This is an optimization exercise on Yosys and OpenROAD, whose aim is small area and a short achievable clock period, not a production implementation.
At most, simulation tests tie the RTL to the original design; equivalence was not proved.
Power and IR drop assume default switching activity.

Setup of the reference run:
==> module result_fifo_reader, before the edit <==
module result_fifo_reader #(
  parameter int RESULT_WIDTH = 32,
  parameter int DEPTH_LOG2   = 6,
  parameter int DROP_WIDTH   = 16
) (
  input  logic                    clock,
  input  logic                    resetn,
  input  logic [RESULT_WIDTH-1:0] result_data,
  input  logic                    result_wr_req,
  input  logic                    clear,
  output logic [RESULT_WIDTH-1:0] bus_rd_data,
  output logic                    bus_rd_valid,
  input  logic                    bus_rd_ready,
  output logic [DEPTH_LOG2:0]     fill_count,
  output logic                    full,
  output logic                    overflow,
  output logic [DROP_WIDTH-1:0]   drop_count
);
  localparam int                     DEPTH     = 1 << DEPTH_LOG2;
  localparam logic [DEPTH_LOG2:0]    CNT_ONE   = {{DEPTH_LOG2{1'b0}}, 1'b1};
  localparam logic [DROP_WIDTH-1:0]  DROP_ONE  = {{(DROP_WIDTH-1){1'b0}}, 1'b1};
  logic [RESULT_WIDTH-1:0] row_q [DEPTH];    
  logic [RESULT_WIDTH-1:0] head_d;
  logic [DEPTH-1:0]        used_q, used_d;   
  logic [DEPTH_LOG2:0]     count_q, count_d;
  logic                    valid_q, valid_d;
  logic                    full_q, full_d;
  logic                    ovf_q, ovf_d;
  logic [DROP_WIDTH-1:0]   drop_q, drop_d;
  logic                    wr_req_q;
  logic push, pop, accept, discard, grow, shrink, head_zero;
  logic                    empty_q;          
  assign push    = result_wr_req & ~wr_req_q;
  assign pop     = ~empty_q & bus_rd_ready;
  assign accept  = push & (~full_q | pop);
  assign discard = push & full_q & ~pop;
  assign grow    = accept & ~pop;
  assign shrink  = pop & ~accept;
  logic [DEPTH_LOG2:0]   count_up, count_dn;
  logic [DROP_WIDTH-1:0] drop_up;
  logic                  sel_up, sel_dn, sel_keep;
  result_fifo_step #(.W(DEPTH_LOG2 + 1)) u_count_step (
    .q(count_q), .up(count_up), .dn(count_dn)
  );
  result_fifo_sat_inc #(.W(DROP_WIDTH)) u_drop_inc (.q(drop_q), .up(drop_up));
  assign sel_up   = ~clear & grow;
  assign sel_dn   = ~clear & shrink;
  assign sel_keep = ~(clear | grow | shrink);
  always_comb begin
    count_d = ({(DEPTH_LOG2+1){sel_up}}   & count_up)
            | ({(DEPTH_LOG2+1){sel_dn}}   & count_dn)
            | ({(DEPTH_LOG2+1){sel_keep}} & count_q);
    used_d  = used_q;
    ovf_d   = ovf_q;
    drop_d  = drop_q;
    if (clear) begin
      used_d  = '0;
      ovf_d   = 1'b0;
      drop_d  = '0;
    end else begin
      if (grow)    used_d = {used_q[DEPTH-2:0], 1'b1};
      if (shrink)  used_d = {1'b0, used_q[DEPTH-1:1]};
      if (discard) begin
        ovf_d  = 1'b1;
        drop_d = drop_up;
      end
    end
  end
  assign valid_d = ~clear & (used_q[1] | (~empty_q & ~bus_rd_ready) | push);
  assign full_d  = ~clear & (full_q ? ~shrink : (used_q[DEPTH-2] & grow));
  logic [RESULT_WIDTH-1:0] stay_n [DEPTH+1];
  logic                    pop_n;
  logic [DEPTH-1:0]        used_n;
  assign pop_n  = ~pop;
  assign used_n = ~used_q;
  for (genvar j = 0; j < DEPTH; j++) begin : g_stay
    result_fifo_stay #(.W(RESULT_WIDTH)) u_stay (
      .q(row_q[j]), .d(result_data), .used(used_q[j]), .used_n(used_n[j]),
      .stay_n(stay_n[j])
    );
  end
  assign stay_n[DEPTH] = ~result_data;
  logic [RESULT_WIDTH-1:0] row_d [DEPTH];
  for (genvar i = 0; i < DEPTH; i++) begin : g_pick
    result_fifo_pick #(.W(RESULT_WIDTH)) u_pick (
      .here_n(stay_n[i]), .above_n(stay_n[i+1]), .pop(pop), .pop_n(pop_n),
      .next(row_d[i])
    );
  end
  always_ff @(posedge clock) begin
    for (int i = 1; i < DEPTH; i++) row_q[i] <= row_d[i];
  end
  assign head_zero = ~valid_d;
  always_comb begin
    if (head_zero)  head_d = '0;
    else            head_d = row_d[0];
  end
  always_ff @(posedge clock or negedge resetn) begin
    if (!resetn) begin
      row_q[0] <= '0;
      used_q   <= '0;
      count_q  <= '0;
      valid_q  <= 1'b0;
      empty_q  <= 1'b1;
      full_q   <= 1'b0;
      ovf_q    <= 1'b0;
      drop_q   <= '0;
      wr_req_q <= 1'b1;
    end else begin
      row_q[0] <= head_d;
      used_q   <= used_d;
      count_q  <= count_d;
      valid_q  <= valid_d;
      empty_q  <= ~valid_d;
      full_q   <= full_d;
      ovf_q    <= ovf_d;
      drop_q   <= drop_d;
      wr_req_q <= result_wr_req;
    end
  end
  assign bus_rd_valid = valid_q;
  assign bus_rd_data  = row_q[0];
  assign fill_count   = count_q;
  assign full         = full_q;
  assign overflow     = ovf_q;
  assign drop_count   = drop_q;
endmodule
make LEC_CHECK=0 ABC_CLOCK_PERIOD_IN_PS=2500 CAP_MARGIN=20 CORE_MARGIN=2 CORE_UTILIZATION=65 CTS_BUF_LIST=sky130_fd_sc_hd__clkbuf_8 CTS_CLUSTER_DIAMETER=50 CTS_CLUSTER_SIZE=16 SETUP_SLACK_MARGIN=3.0 SLEW_MARGIN=20 SYNTH_HIERARCHICAL=1 finish   # period 5.5 ns
run.sh (not shown) runs the stock make flow with config.mk's settings and CLKGATE_MAP_FILE= SYNTH_SCRIPT=/design/flow/synth_recipe.tcl, a recipe that flattens the netlist after the stock synthesis.
The reference run ran to completion and came out clean on the timing, DRC and antenna checks.
Edits applied to the flow inputs when going from the reference run to the trial run:
--- a/flow/design.v
+++ b/flow/design.v
@@ -18,43 +18,43 @@
 );
   localparam int                     DEPTH     = 1 << DEPTH_LOG2;
   localparam logic [DEPTH_LOG2:0]    CNT_ONE   = {{DEPTH_LOG2{1'b0}}, 1'b1};
   localparam logic [DROP_WIDTH-1:0]  DROP_ONE  = {{(DROP_WIDTH-1){1'b0}}, 1'b1};
   logic [RESULT_WIDTH-1:0] row_q [DEPTH];    
-  logic [RESULT_WIDTH-1:0] head_d;
+  logic [RESULT_WIDTH-1:0] head_d, head_q;   
   logic [DEPTH-1:0]        used_q, used_d;   
-  logic [DEPTH_LOG2:0]     count_q, count_d;
+  logic [DEPTH_LOG2:0]     count_q, count_d, count_nq;   
   logic                    valid_q, valid_d;
-  logic                    full_q, full_d;
+  logic                    full_q, full_d, full_nq;      
   logic                    ovf_q, ovf_d;
-  logic [DROP_WIDTH-1:0]   drop_q, drop_d;
+  logic [DROP_WIDTH-1:0]   drop_q, drop_d, drop_nq;      
   logic                    wr_req_q;
   logic push, pop, accept, discard, grow, shrink, head_zero;
   logic                    empty_q;          
   assign push    = result_wr_req & ~wr_req_q;
   assign pop     = ~empty_q & bus_rd_ready;
-  assign accept  = push & (~full_q | pop);
-  assign discard = push & full_q & ~pop;
+  assign accept  = push & (full_nq | pop);
+  assign discard = push & ~full_nq & ~pop;
   assign grow    = accept & ~pop;
   assign shrink  = pop & ~accept;
   logic [DEPTH_LOG2:0]   count_up, count_dn;
   logic [DROP_WIDTH-1:0] drop_up;
   logic                  sel_up, sel_dn, sel_keep;
   result_fifo_step #(.W(DEPTH_LOG2 + 1)) u_count_step (
-    .q(count_q), .up(count_up), .dn(count_dn)
+    .q(~count_nq), .up(count_up), .dn(count_dn)
   );
-  result_fifo_sat_inc #(.W(DROP_WIDTH)) u_drop_inc (.q(drop_q), .up(drop_up));
+  result_fifo_sat_inc #(.W(DROP_WIDTH)) u_drop_inc (.q(~drop_nq), .up(drop_up));
   assign sel_up   = ~clear & grow;
   assign sel_dn   = ~clear & shrink;
   assign sel_keep = ~(clear | grow | shrink);
   always_comb begin
     count_d = ({(DEPTH_LOG2+1){sel_up}}   & count_up)
             | ({(DEPTH_LOG2+1){sel_dn}}   & count_dn)
-            | ({(DEPTH_LOG2+1){sel_keep}} & count_q);
+            | ({(DEPTH_LOG2+1){sel_keep}} & ~count_nq);
     used_d  = used_q;
     ovf_d   = ovf_q;
-    drop_d  = drop_q;
+    drop_d  = ~drop_nq;
     if (clear) begin
       used_d  = '0;
       ovf_d   = 1'b0;
       drop_d  = '0;
     end else begin
@@ -65,11 +65,11 @@
         drop_d = drop_up;
       end
     end
   end
   assign valid_d = ~clear & (used_q[1] | (~empty_q & ~bus_rd_ready) | push);
-  assign full_d  = ~clear & (full_q ? ~shrink : (used_q[DEPTH-2] & grow));
+  assign full_d  = ~clear & (~full_nq ? ~shrink : (used_q[DEPTH-2] & grow));
   logic [RESULT_WIDTH-1:0] stay_n [DEPTH+1];
   logic                    pop_n;
   logic [DEPTH-1:0]        used_n;
   assign pop_n  = ~pop;
   assign used_n = ~used_q;
@@ -86,42 +86,48 @@
       .here_n(stay_n[i]), .above_n(stay_n[i+1]), .pop(pop), .pop_n(pop_n),
       .next(row_d[i])
     );
   end
   always_ff @(posedge clock) begin
-    for (int i = 1; i < DEPTH; i++) row_q[i] <= row_d[i];
+    for (int i = 0; i < DEPTH; i++) row_q[i] <= (i == 0) ? head_d : row_d[i];
   end
   assign head_zero = ~valid_d;
   always_comb begin
     if (head_zero)  head_d = '0;
     else            head_d = row_d[0];
   end
   always_ff @(posedge clock or negedge resetn) begin
     if (!resetn) begin
-      row_q[0] <= '0;
+      head_q   <= '0;
       used_q   <= '0;
       count_q  <= '0;
+      count_nq <= '1;
       valid_q  <= 1'b0;
       empty_q  <= 1'b1;
       full_q   <= 1'b0;
+      full_nq  <= 1'b1;
       ovf_q    <= 1'b0;
       drop_q   <= '0;
+      drop_nq  <= '1;
       wr_req_q <= 1'b1;
     end else begin
-      row_q[0] <= head_d;
+      head_q   <= head_d;
       used_q   <= used_d;
       count_q  <= count_d;
+      count_nq <= ~count_d;
       valid_q  <= valid_d;
       empty_q  <= ~valid_d;
       full_q   <= full_d;
+      full_nq  <= ~full_d;
       ovf_q    <= ovf_d;
       drop_q   <= drop_d;
+      drop_nq  <= ~drop_d;
       wr_req_q <= result_wr_req;
     end
   end
   assign bus_rd_valid = valid_q;
-  assign bus_rd_data  = row_q[0];
+  assign bus_rd_data  = head_q;
   assign fill_count   = count_q;
   assign full         = full_q;
   assign overflow     = ovf_q;
   assign drop_count   = drop_q;
 endmodule
==> comparison <==
The trial run against the reference run: smallest hold slack up 420 ps, share of cell area taken by multi-input logic gates flat, number of cells traversed by the worst register-to-register path up 1. The trial run finished every stage and its layout cleared the timing, DRC and antenna checks. Diff the reference run -> the trial run: final cell count now larger; net count after synthesis now larger; setup-violating endpoint count in the final report comparable; worst setup slack now smaller. The trial run vs. the reference run: global-route usage went up by 2.5 points. Against the reference run, total power in the trial run rose by more than 10%. Changes observed in the trial run relative to the reference run: first-pass GRT wire length has increased, routed wire length up 9.8%, core utilization now smaller, achievable clock frequency now sits at about the same level.
No functional check of the RTL was part of the trial run.

==> what the ideal ports hide <==
The flow's constraints put no driver on any port. The routed layouts listed below were extracted and timed again, unchanged, in two steps. Step 1 assumes that a clkbuf_16 drives the clock port and a buf_2 every other input. Step 2 adds t to the input delays and takes it off the output delays; t is the mean of the earliest and latest rising clock arrival at the registers after step 1. Input paths then give back, and output paths get back, about the clock's delay inside the block. Three values: ideal ports, drivers, drivers and shift; two values: the first two.
| run | t (ns) | setup slack, ns | latest minus earliest clock arrival (ns) |
|---|---|---|---|
| the reference run | 1.007 | 2.814 / 2.735 / 2.068 | 0.042 / 0.042 |
| the trial run | 1.011 | 2.807 / 2.729 / 1.978 | 0.043 / 0.043 |
After both steps setup and hold are still met in every run listed. The setup slack of the trial run, which loses most, moves by -0.078 ns with the drivers and by -0.829 ns with both steps.
